From an optimization exercise on the open Yosys and OpenROAD flow, aimed at small area and few clock cycles per item; shortcuts taken in it are not production practice.
Function was checked by simulation only, so behaviour that the tests miss may differ from the original.

==> inputs of 06-25 <==
==> flow/design.v (excerpt) <==
module stereo_voice_volume_pan_law (
  input  logic        clk_i,
  input  logic        rst_ni,
  input  logic        in_valid_i,
  output logic        in_ready_o,
  input  logic [6:0]  in_voice_level_i,
  input  logic [6:0]  in_cmd_volume_i,
  input  logic [6:0]  in_cmd_pan_i,
  input  logic [6:0]  in_tone_volume_i,
  input  logic [6:0]  in_tone_pan_i,
  input  logic [6:0]  in_program_volume_i,
  output logic        out_valid_o,
  input  logic        out_ready_i,
  output logic [13:0] out_left_level_o,
  output logic [13:0] out_right_level_o,
  input  logic        cfg_we_i,
  input  logic [1:0]  cfg_idx_i,
  input  logic [6:0]  cfg_data_i
);
clock: 7.0 ns
lec_check: 0
cap_margin: 5
core_margin: 2
core_utilization: 40
cts_buf_list: sky130_fd_sc_hd__clkbuf_8
cts_cluster_diameter: 60
cts_cluster_size: 12
slew_margin: 5
synth_hierarchical: 1
synth_minimum_keep_size: 0
standard.sh (not shown) runs the stock make flow with config.mk's settings and CLKGATE_MAP_FILE= SYNTH_SCRIPT=/design/flow/synth_recipe.tcl, a recipe that flattens the netlist after the stock synthesis.
==> flow/flow/run.sh <==
#!/bin/bash
# The standard layout (standard.sh, all steps) with two settings of its own:
#  - each port gets a sky130_fd_sc_hd__buf_1 as its buffer (the standard flow
#    picks a larger delay buffer);
#  - clock tree synthesis uses clkbuf_8 leaf clusters of at most 12 sinks and
#    inserts no dummy loads.
# standard.sh's full output goes to standard.log in this folder.
set -euo pipefail
export BUFFER_PORTS_ARGS="-buffer_cell sky130_fd_sc_hd__buf_1"
export CTS_ARGS="-sink_clustering_enable -repair_clock_nets -dont_use_dummy_load -buf_list sky130_fd_sc_hd__clkbuf_8 -sink_clustering_size 12 -sink_clustering_max_diameter 60"
bash standard.sh finish > standard.log 2>&1
==> 02-20: changes against 06-25 <==
--- a/flow/design.v
+++ b/flow/design.v
@@ -54,60 +54,10 @@
   svv_fa u_t65 (.a(t46), .b(t47), .c(t64), .s(t65), .co(t66));
   svv_fa u_t67 (.a(t48), .b(t26), .c(t66), .s(t67), .co(t68));
   svv_fa u_t69 (.a(t27), .b(t28), .c(t68), .s(t69), .co(t70));
   assign y = {t70, t69, t67, t65, t63, t61, t59, t57, t55, t53, t51, t49, 1'b0, t1};
 endmodule
-module svv_sq7f (input logic [6:0] a, output logic [13:0] y);
-  logic t1, t2, t3, t4, t5, t6, t7, t8, t9, t10, t11, t12, t13, t14, t15, t16;
-  logic t17, t18, t19, t20, t21, t22, t23, t24, t25, t26, t27, t28, t29, t30, t31, t32;
-  logic t33, t34, t35, t36, t37, t38, t39, t40, t41, t42, t43, t44, t45, t46, t47, t48;
-  logic t49, t50, t51, t52;
-  assign t1 = a[0];
-  assign t2 = a[0] & a[1];
-  assign t3 = a[1];
-  assign t4 = a[0] & a[2];
-  assign t5 = a[0] & a[3];
-  assign t6 = a[1] & a[2];
-  assign t7 = a[2];
-  assign t8 = a[0] & a[4];
-  assign t9 = a[1] & a[3];
-  assign t10 = a[0] & a[5];
-  assign t11 = a[1] & a[4];
-  assign t12 = a[2] & a[3];
-  assign t13 = a[3];
-  assign t14 = a[0] & a[6];
-  assign t15 = a[1] & a[5];
-  assign t16 = a[2] & a[4];
-  assign t17 = a[1] & a[6];
-  assign t18 = a[2] & a[5];
-  assign t19 = a[3] & a[4];
-  assign t20 = a[4];
-  assign t21 = a[2] & a[6];
-  assign t22 = a[3] & a[5];
-  assign t23 = a[3] & a[6];
-  assign t24 = a[4] & a[5];
-  assign t25 = a[5];
-  assign t26 = a[4] & a[6];
-  assign t27 = a[5] & a[6];
-  assign t28 = a[6];
-  svv_ha u_t29 (.a(t10), .b(t11), .s(t29), .co(t30));
-  svv_ha u_t31 (.a(t14), .b(t15), .s(t31), .co(t32));
-  svv_fa u_t33 (.a(t17), .b(t18), .c(t19), .s(t33), .co(t34));
-  svv_ha u_t35 (.a(t5), .b(t6), .s(t35), .co(t36));
-  svv_ha u_t37 (.a(t8), .b(t9), .s(t37), .co(t38));
-  svv_fa u_t39 (.a(t29), .b(t12), .c(t13), .s(t39), .co(t40));
-  svv_fa u_t41 (.a(t30), .b(t31), .c(t16), .s(t41), .co(t42));
-  svv_fa u_t43 (.a(t32), .b(t33), .c(t20), .s(t43), .co(t44));
-  svv_fa u_t45 (.a(t34), .b(t21), .c(t22), .s(t45), .co(t46));
-  svv_fa u_t47 (.a(t23), .b(t24), .c(t25), .s(t47), .co(t48));
-  svv_ha u_t49 (.a(t2), .b(t3), .s(t49), .co(t50));
-  svv_ha u_t51 (.a(t4), .b(t50), .s(t51), .co(t52));
-  wire [9:0] ra = {1'b0, t27, t48, t46, t44, t42, t40, t38, t36, t35};
-  wire [9:0] rb = {1'b0, t28, t26, t47, t45, t43, t41, t39, t37, t7};
-  wire [9:0] sh = ra + rb + {9'd0, t52};
-  assign y = {sh[9], sh[8], sh[7], sh[6], sh[5], sh[4], sh[3], sh[2], sh[1], sh[0], t51, t49, 1'b0, t1};
-endmodule
 module svv_sq6 (input logic [5:0] a, output logic [11:0] y);
   logic t1, t2, t3, t4, t5, t6, t7, t8, t9, t10, t11, t12, t13, t14, t15, t16;
   logic t17, t18, t19, t20, t21, t22, t23, t24, t25, t26, t27, t28, t29, t30, t31, t32;
   logic t33, t34, t35, t36, t37, t38, t39, t40, t41, t42, t43, t44, t45, t46, t47, t48;
   logic t49, t50, t51;
@@ -176,11 +126,11 @@
   logic t353, t354, t355, t356, t357, t358, t359, t360, t361, t362, t363, t364, t365, t366, t367, t368;
   logic t369, t370, t371, t372, t373, t374, t375, t376, t377, t378, t379, t380, t381, t382, t383, t384;
   logic t385, t386, t387, t388, t389, t390, t391, t392, t393, t394, t395, t396, t397, t398, t399, t400;
   logic t401, t402, t403, t404, t405, t406, t407, t408, t409, t410, t411, t412, t413, t414, t415, t416;
   logic t417, t418, t419, t420, t421, t422, t423, t424, t425, t426, t427, t428, t429, t430, t431, t432;
-  logic t433, t434, t435, t436, t437, t438, t439;
+  logic t433, t434, t435, t436, t437;
   assign t1 = ~(a[0] & b[0]);
   assign t2 = ~(a[1] & b[0]);
   assign t3 = ~((a[2] & b[0]) | (a[0] & b[2]));
   assign t4 = ~(a[0] & b[3]);
   assign t5 = ~((a[3] & b[0]) | (a[1] & b[2]));
@@ -497,18 +447,16 @@
   svv_maj u_t433 (.a(t390), .b(t391), .c(t432), .y(t433));
   svv_maj u_t434 (.a(t392), .b(t393), .c(t433), .y(t434));
   svv_maj u_t435 (.a(t394), .b(t395), .c(t434), .y(t435));
   svv_maj u_t436 (.a(t396), .b(t397), .c(t435), .y(t436));
   svv_maj u_t437 (.a(t398), .b(t399), .c(t436), .y(t437));
-  svv_maj u_t438 (.a(t400), .b(t401), .c(t437), .y(t438));
-  svv_maj u_t439 (.a(t402), .b(t403), .c(t438), .y(t439));
-  wire [13:0] ra = {1'b1, t428, t426, t424, t422, t420, t418, t416, t414, t412, t410, t408, t406, t404};
-  wire [13:0] rb = {1'b1, t168, t427, t425, t423, t421, t419, t417, t415, t413, t411, t409, t407, t405};
-  wire [13:0] sh = ~(ra + rb + {13'd0, t439});
-  assign y = {sh[13], sh[12], sh[11], sh[10], sh[9], sh[8], sh[7], sh[6], sh[5], sh[4], sh[3], sh[2], sh[1], sh[0]};
+  wire [15:0] ra = {1'b1, t428, t426, t424, t422, t420, t418, t416, t414, t412, t410, t408, t406, t404, t402, t400};
+  wire [15:0] rb = {1'b1, t168, t427, t425, t423, t421, t419, t417, t415, t413, t411, t409, t407, t405, t403, t401};
+  wire [15:0] sh = ~(ra + rb + {15'd0, t437});
+  assign y = {sh[15], sh[14], sh[13], sh[12], sh[11], sh[10], sh[9], sh[8], sh[7], sh[6], sh[5], sh[4], sh[3], sh[2]};
 endmodule
-module svv_mul_x (input logic [13:0] a, input logic [13:0] b, output logic [13:0] y);
+module svv_mul_x (input logic [13:0] a, input logic [13:0] b, output logic [15:0] y);
   logic t1, t2, t3, t4, t5, t6, t7, t8, t9, t10, t11, t12, t13, t14, t15, t16;
   logic t17, t18, t19, t20, t21, t22, t23, t24, t25, t26, t27, t28, t29, t30, t31, t32;
   logic t33, t34, t35, t36, t37, t38, t39, t40, t41, t42, t43, t44, t45, t46, t47, t48;
   logic t49, t50, t51, t52, t53, t54, t55, t56, t57, t58, t59, t60, t61, t62, t63, t64;
   logic t65, t66, t67, t68, t69, t70, t71, t72, t73, t74, t75, t76, t77, t78, t79, t80;
@@ -532,11 +480,11 @@
   logic t353, t354, t355, t356, t357, t358, t359, t360, t361, t362, t363, t364, t365, t366, t367, t368;
   logic t369, t370, t371, t372, t373, t374, t375, t376, t377, t378, t379, t380, t381, t382, t383, t384;
   logic t385, t386, t387, t388, t389, t390, t391, t392, t393, t394, t395, t396, t397, t398, t399, t400;
   logic t401, t402, t403, t404, t405, t406, t407, t408, t409, t410, t411, t412, t413, t414, t415, t416;
   logic t417, t418, t419, t420, t421, t422, t423, t424, t425, t426, t427, t428, t429, t430, t431, t432;
-  logic t433, t434, t435, t436, t437;
+  logic t433;
   assign t1 = ~(a[0] & b[0]);
   assign t2 = ~(a[1] & b[0]);
   assign t3 = ~((a[2] & b[0]) | (a[0] & b[2]));
   assign t4 = ~(a[0] & b[3]);
   assign t5 = ~((a[3] & b[0]) | (a[1] & b[2]));
@@ -849,27 +797,22 @@
   assign t429 = t4 | t5;
   svv_maj u_t430 (.a(t385), .b(t8), .c(t429), .y(t430));
   svv_maj u_t431 (.a(t386), .b(t387), .c(t430), .y(t431));
   svv_maj u_t432 (.a(t388), .b(t389), .c(t431), .y(t432));
   svv_maj u_t433 (.a(t390), .b(t391), .c(t432), .y(t433));
-  svv_maj u_t434 (.a(t392), .b(t393), .c(t433), .y(t434));
-  svv_maj u_t435 (.a(t394), .b(t395), .c(t434), .y(t435));
-  svv_maj u_t436 (.a(t396), .b(t397), .c(t435), .y(t436));
-  svv_maj u_t437 (.a(t398), .b(t399), .c(t436), .y(t437));
-  wire [15:0] ra = {1'b1, t428, t426, t424, t422, t420, t418, t416, t414, t412, t410, t408, t406, t404, t402, t400};
-  wire [15:0] rb = {1'b1, t168, t427, t425, t423, t421, t419, t417, t415, t413, t411, t409, t407, t405, t403, t401};
-  wire [15:0] sh = ~(ra + rb + {15'd0, t437});
-  assign y = {sh[15], sh[14], sh[13], sh[12], sh[11], sh[10], sh[9], sh[8], sh[7], sh[6], sh[5], sh[4], sh[3], sh[2]};
+  wire [19:0] ra = {1'b1, t428, t426, t424, t422, t420, t418, t416, t414, t412, t410, t408, t406, t404, t402, t400, t398, t396, t394, t392};
+  wire [19:0] rb = {1'b1, t168, t427, t425, t423, t421, t419, t417, t415, t413, t411, t409, t407, t405, t403, t401, t399, t397, t395, t393};
+  wire [19:0] sh = ~(ra + rb + {19'd0, t433});
+  assign y = {sh[19], sh[18], sh[17], sh[16], sh[15], sh[14], sh[13], sh[12], sh[11], sh[10], sh[9], sh[8], sh[7], sh[6], sh[5], sh[4]};
 endmodule
 module svv_mul_vc (input logic [6:0] a, input logic [5:0] b, output logic [12:0] y);
   logic t1, t2, t3, t4, t5, t6, t7, t8, t9, t10, t11, t12, t13, t14, t15, t16;
   logic t17, t18, t19, t20, t21, t22, t23, t24, t25, t26, t27, t28, t29, t30, t31, t32;
   logic t33, t34, t35, t36, t37, t38, t39, t40, t41, t42, t43, t44, t45, t46, t47, t48;
   logic t49, t50, t51, t52, t53, t54, t55, t56, t57, t58, t59, t60, t61, t62, t63, t64;
   logic t65, t66, t67, t68, t69, t70, t71, t72, t73, t74, t75, t76, t77, t78, t79, t80;
   logic t81, t82, t83, t84, t85, t86, t87, t88, t89, t90, t91, t92, t93, t94, t95, t96;
-  logic t97, t98, t99, t100, t101, t102, t103, t104;
   assign t1 = ~(a[0] & b[0]);
   assign t2 = ~(a[0] & b[1]);
   assign t3 = ~(a[1] & b[0]);
   assign t4 = ~(a[0] & b[2]);
   assign t5 = ~(a[1] & b[1]);
@@ -941,18 +884,14 @@
   svv_fa u_t89 (.a(t72), .b(t40), .c(t41), .s(t89), .co(t90));
   svv_xn u_t91 (.a(t2), .b(t3), .y(t91));
   svv_or u_t92 (.a(t2), .b(t3), .y(t92));
   svv_fa u_t93 (.a(t73), .b(t6), .c(t92), .s(t93), .co(t94));
   svv_fa u_t95 (.a(t74), .b(t75), .c(t94), .s(t95), .co(t96));
-  svv_fa u_t97 (.a(t76), .b(t77), .c(t96), .s(t97), .co(t98));
-  svv_fa u_t99 (.a(t78), .b(t79), .c(t98), .s(t99), .co(t100));
-  svv_fa u_t101 (.a(t80), .b(t81), .c(t100), .s(t101), .co(t102));
-  svv_fa u_t103 (.a(t82), .b(t83), .c(t102), .s(t103), .co(t104));
-  wire [4:0] ra = {1'b1, t90, t88, t86, t84};
-  wire [4:0] rb = {1'b1, t42, t89, t87, t85};
-  wire [4:0] sh = ~(ra + rb + {4'd0, t104});
-  assign y = {sh[4], sh[3], sh[2], sh[1], sh[0], ~t103, ~t101, ~t99, ~t97, ~t95, ~t93, ~t91, ~t1};
+  wire [8:0] ra = {1'b1, t90, t88, t86, t84, t82, t80, t78, t76};
+  wire [8:0] rb = {1'b1, t42, t89, t87, t85, t83, t81, t79, t77};
+  wire [8:0] sh = ~(ra + rb + {8'd0, t96});
+  assign y = {sh[8], sh[7], sh[6], sh[5], sh[4], sh[3], sh[2], sh[1], sh[0], ~t95, ~t93, ~t91, ~t1};
 endmodule
 module svv_sq13 (input logic [12:0] a, output logic [13:0] y);
   logic t1, t2, t3, t4, t5, t6, t7, t8, t9, t10, t11, t12, t13, t14, t15, t16;
   logic t17, t18, t19, t20, t21, t22, t23, t24, t25, t26, t27, t28, t29, t30, t31, t32;
   logic t33, t34, t35, t36, t37, t38, t39, t40, t41, t42, t43, t44, t45, t46, t47, t48;
@@ -963,12 +902,11 @@
   logic t113, t114, t115, t116, t117, t118, t119, t120, t121, t122, t123, t124, t125, t126, t127, t128;
   logic t129, t130, t131, t132, t133, t134, t135, t136, t137, t138, t139, t140, t141, t142, t143, t144;
   logic t145, t146, t147, t148, t149, t150, t151, t152, t153, t154, t155, t156, t157, t158, t159, t160;
   logic t161, t162, t163, t164, t165, t166, t167, t168, t169, t170, t171, t172, t173, t174, t175, t176;
   logic t177, t178, t179, t180, t181, t182, t183, t184, t185, t186, t187, t188, t189, t190, t191, t192;
-  logic t193, t194, t195, t196, t197, t198, t199, t200, t201, t202, t203, t204, t205, t206, t207, t208;
-  logic t209, t210, t211, t212, t213, t214, t215;
+  logic t193, t194, t195, t196, t197, t198, t199, t200, t201, t202, t203, t204, t205;
   assign t1 = ~(a[0]);
   assign t2 = ~(a[0] & a[1]);
   assign t3 = ~(a[1]);
   assign t4 = ~(a[0] & a[2]);
   assign t5 = ~(a[0] & a[3]);
@@ -1125,22 +1063,14 @@
   svv_fa u_t200 (.a(t86), .b(t87), .c(t88), .s(t200), .co(t201));
   assign t202 = t2 | t3;
   assign t203 = t4 | t202;
   svv_maj u_t204 (.a(t164), .b(t7), .c(t203), .y(t204));
   svv_maj u_t205 (.a(t165), .b(t166), .c(t204), .y(t205));
-  svv_maj u_t206 (.a(t167), .b(t168), .c(t205), .y(t206));
-  svv_maj u_t207 (.a(t169), .b(t170), .c(t206), .y(t207));
-  svv_maj u_t208 (.a(t171), .b(t172), .c(t207), .y(t208));
-  svv_maj u_t209 (.a(t173), .b(t174), .c(t208), .y(t209));
-  svv_maj u_t210 (.a(t175), .b(t176), .c(t209), .y(t210));
-  svv_maj u_t211 (.a(t177), .b(t178), .c(t210), .y(t211));
-  svv_fa u_t212 (.a(t179), .b(t180), .c(t211), .s(t212), .co(t213));
-  svv_fa u_t214 (.a(t181), .b(t182), .c(t213), .s(t214), .co(t215));
-  wire [11:0] ra = {1'b1, t90, t201, t199, t197, t195, t193, t191, t189, t187, t185, t183};
-  wire [11:0] rb = {1'b1, t91, t89, t200, t198, t196, t194, t192, t190, t188, t186, t184};
-  wire [11:0] sh = ~(ra + rb + {11'd0, t215});
-  assign y = {sh[11], sh[10], sh[9], sh[8], sh[7], sh[6], sh[5], sh[4], sh[3], sh[2], sh[1], sh[0], ~t214, ~t212};
+  wire [19:0] ra = {1'b1, t90, t201, t199, t197, t195, t193, t191, t189, t187, t185, t183, t181, t179, t177, t175, t173, t171, t169, t167};
+  wire [19:0] rb = {1'b1, t91, t89, t200, t198, t196, t194, t192, t190, t188, t186, t184, t182, t180, t178, t176, t174, t172, t170, t168};
+  wire [19:0] sh = ~(ra + rb + {19'd0, t205});
+  assign y = {sh[19], sh[18], sh[17], sh[16], sh[15], sh[14], sh[13], sh[12], sh[11], sh[10], sh[9], sh[8], sh[7], sh[6]};
 endmodule
 module svv_fa (input logic a, input logic b, input logic c, output logic s, output logic co);
   assign s  = a ^ b ^ c;
   assign co = (a & b) | (a & c) | (b & c);
 endmodule
@@ -1200,13 +1130,13 @@
   logic        mono_q;
   logic [6:0]  sfx_q, master_q;           
   logic [13:0] sfx_use_q, master_use_q;   
   logic [13:0] cfg_sq;
   logic        copy_s, copy_m;
-  assign copy_s = !busy && stale_s_q && !(stale_m_q && cfg_we_i && cfg_idx_i == CfgSfx);
-  assign copy_m = !busy && stale_m_q && !copy_s;
-  svv_sq7f u_cfg_sq (.a(copy_s ? sfx_q : master_q), .y(cfg_sq));
+  assign copy_s = !busy && stale_s_q;
+  assign copy_m = !busy && stale_m_q && !stale_s_q;
+  svv_sq7 u_cfg_sq (.a(stale_s_q ? sfx_q : master_q), .y(cfg_sq));
   always_ff @(posedge clk_i or negedge rst_ni) begin
     if (!rst_ni) begin
       mono_q    <= 1'b0;
       sfx_q     <= 7'd127;
       master_q  <= 7'd127;
@@ -1245,46 +1175,44 @@
   logic [5:0]  c0, d0;
   logic [12:0] vc0;
   assign c0 = in_cmd_pan_i[6]  ? ~in_cmd_pan_i[5:0]  : in_cmd_pan_i[5:0];
   assign d0 = in_tone_pan_i[6] ? ~in_tone_pan_i[5:0] : in_tone_pan_i[5:0];
   svv_mul_vc u_vc (.a(in_voice_level_i), .b(c0), .y(vc0));
-  logic p1on0, p1l0, p2swap0;
-  assign p1on0   = !mono_q && (c0 != 6'd63);
-  assign p1l0    = in_cmd_pan_i[6];
-  assign p2swap0 = !mono_q && (d0 != 6'd63) && in_tone_pan_i[6];
   logic [6:0]  v_q1;
   logic [12:0] vc_q1;
-  logic        sx_q1, ox_q1;       
+  logic        p1on_q1, p1l_q1;    
   logic        p2on_q1, p2l_q1;    
   logic [5:0]  d_q1;
   logic [6:0]  tv_q1, cv_q1, pv_q1;
   always_ff @(posedge clk_i) begin
     if (adv) begin
       v_q1    <= in_voice_level_i;
       vc_q1   <= vc0;
-      sx_q1   <= p1on0 && (p1l0 != p2swap0);
-      ox_q1   <= p1on0 && (p1l0 == p2swap0);
+      p1on_q1 <= !mono_q && (c0 != 6'd63);
+      p1l_q1  <= in_cmd_pan_i[6];
       p2on_q1 <= !mono_q && (d0 != 6'd63);
       p2l_q1  <= in_tone_pan_i[6];
       d_q1    <= d0;
       tv_q1   <= in_tone_volume_i;
       cv_q1   <= in_cmd_volume_i;
       pv_q1   <= in_program_volume_i;
     end
   end
-  logic [13:0] a1, x1, tsq1;
+  logic [13:0] a1, x1, l1, r1, tsq1;
   svv_sq7  u_vsq (.a(v_q1), .y(a1));
   svv_sq13 u_m1 (.a(vc_q1), .y(x1));
   svv_sq7  u_tsq (.a(tv_q1), .y(tsq1));
+  assign l1 = (p1on_q1 && p1l_q1)  ? x1 : a1;
+  assign r1 = (p1on_q1 && !p1l_q1) ? x1 : a1;
   logic [13:0] src_q2, oth_q2, tsq_q2;
   logic        p2on_q2, p2l_q2;
   logic [5:0]  d_q2;
   logic [6:0]  cv_q2, pv_q2;
   always_ff @(posedge clk_i) begin
     if (adv) begin
-      src_q2  <= sx_q1 ? x1 : a1;
-      oth_q2  <= ox_q1 ? x1 : a1;
+      src_q2  <= (p2on_q1 && p2l_q1) ? r1 : l1;
+      oth_q2  <= (p2on_q1 && p2l_q1) ? l1 : r1;
       tsq_q2  <= tsq1;
       p2on_q2 <= p2on_q1;
       p2l_q2  <= p2l_q1;
       d_q2    <= d_q1;
       cv_q2   <= cv_q1;
@@ -1300,20 +1228,22 @@
   logic [6:0]  cv_q3, pv_q3;
   always_ff @(posedge clk_i) begin
     if (adv) begin
       g_q3    <= g2;
       oth_q3  <= oth_q2;
-      k_q3    <= p2on_q2 ? {dsq2, 2'd0} : tsq_q2;
+      k_q3    <= p2on_q2 ? {2'd0, dsq2} : tsq_q2;
       p2on_q3 <= p2on_q2;
       p2l_q3  <= p2l_q2;
       cv_q3   <= cv_q2;
       pv_q3   <= pv_q2;
     end
   end
+  logic [15:0] x3;
   logic [13:0] y3, l3, r3, cvsq3;
-  svv_mul_x u_m3 (.a(p2on_q3 ? g_q3 : oth_q3), .b(k_q3), .y(y3));
+  svv_mul_x u_m3 (.a(p2on_q3 ? g_q3 : oth_q3), .b(k_q3), .y(x3));
   svv_sq7 u_cvsq (.a(cv_q3), .y(cvsq3));
+  assign y3 = p2on_q3 ? x3[13:0] : x3[15:2];
   assign l3 = (p2on_q3 && p2l_q3) ? y3 : g_q3;
   assign r3 = (p2on_q3 && p2l_q3) ? g_q3 : y3;
   logic [13:0] l_q4, r_q4, cvsq_q4;
   logic [6:0]  pv_q4;
   always_ff @(posedge clk_i) begin
==> flow/run.sh (new file) <==
#!/bin/bash
# synth_recipe.tcl (not shown) runs the flow's synth.tcl, then flattens the netlist and writes it again
# the make line also repeats each setting of config.mk as NAME=value (left out here)
make -C /OpenROAD-flow-scripts/flow DESIGN_CONFIG=/design/flow/config.mk WORK_HOME=/design/flow/orfs CLKGATE_MAP_FILE= SYNTH_SCRIPT=/design/flow/synth_recipe.tcl finish
CAP_MARGIN = 20   (was 5)
SLEW_MARGIN = 20   (was 5)
removed: flow/flow/run.sh
removed: flow/standard.sh
==> summary of the runs <==
In 06-25 the worst hold slack is worse than in 02-20, by 0.0028 ns.
Against 02-20, the worst setup slack of 06-25 is lower by 0.88 ns.
Between 02-20 and 06-25, the lower via count is in 06-25 (gap 2.3%, measured against 06-25).
==> figures <==
metric	02-20	06-25
Status	timing/DRC/antenna clean	timing/DRC/antenna clean
Share of final-layout standard cells stronger than drive strength 1	6.998%	9.634%
Number of buffers created by CTS	55	56
Critical path data required time	7.61 ns	7.42 ns
Worst Hold Path EP	cv_q3[0]	d_q2[5]
Actual slew at the worst max-slew pin	1.143 ns	0.9473 ns
Drt first-iter violations	2721	3029
Wire per inst	19.58 um	20.04 um
Critical path depth in cells	17	19
Testbench counts of 06-25, summed over its fixed seeds: cycles 9,672, items 9,600.
Testbench counts of 02-20, summed over its fixed seeds: cycles 9,672, items 9,600.

## separate check: timing with driven ports
Ports are ideal in the flow. The routed layouts listed here were re-timed in OpenROAD.
Step 1: set_driving_cell puts a clkbuf_16 on clk_i and a buf_2 on each other input, an assumption about the parent block.
Step 2 moves the port delays by t, midway between the first and last clock arrival at a register: inputs arrive t later, outputs are due t later. That takes back most of the time a late clock gives input paths.
Three values: ideal, step 1, step 2; two values: the first two.
run	t (ns)	slack for setup (ns)	worst setup path after step 2	worst register clock-pin slew, ns
06-25	0.785	0.227 / 0.227 / 0.227	register to register	0.08 / 0.08
02-20	0.826	1.110 / 1.110 / 1.110	register to register	0.09 / 0.09
After both steps setup and hold are still met in every run listed.
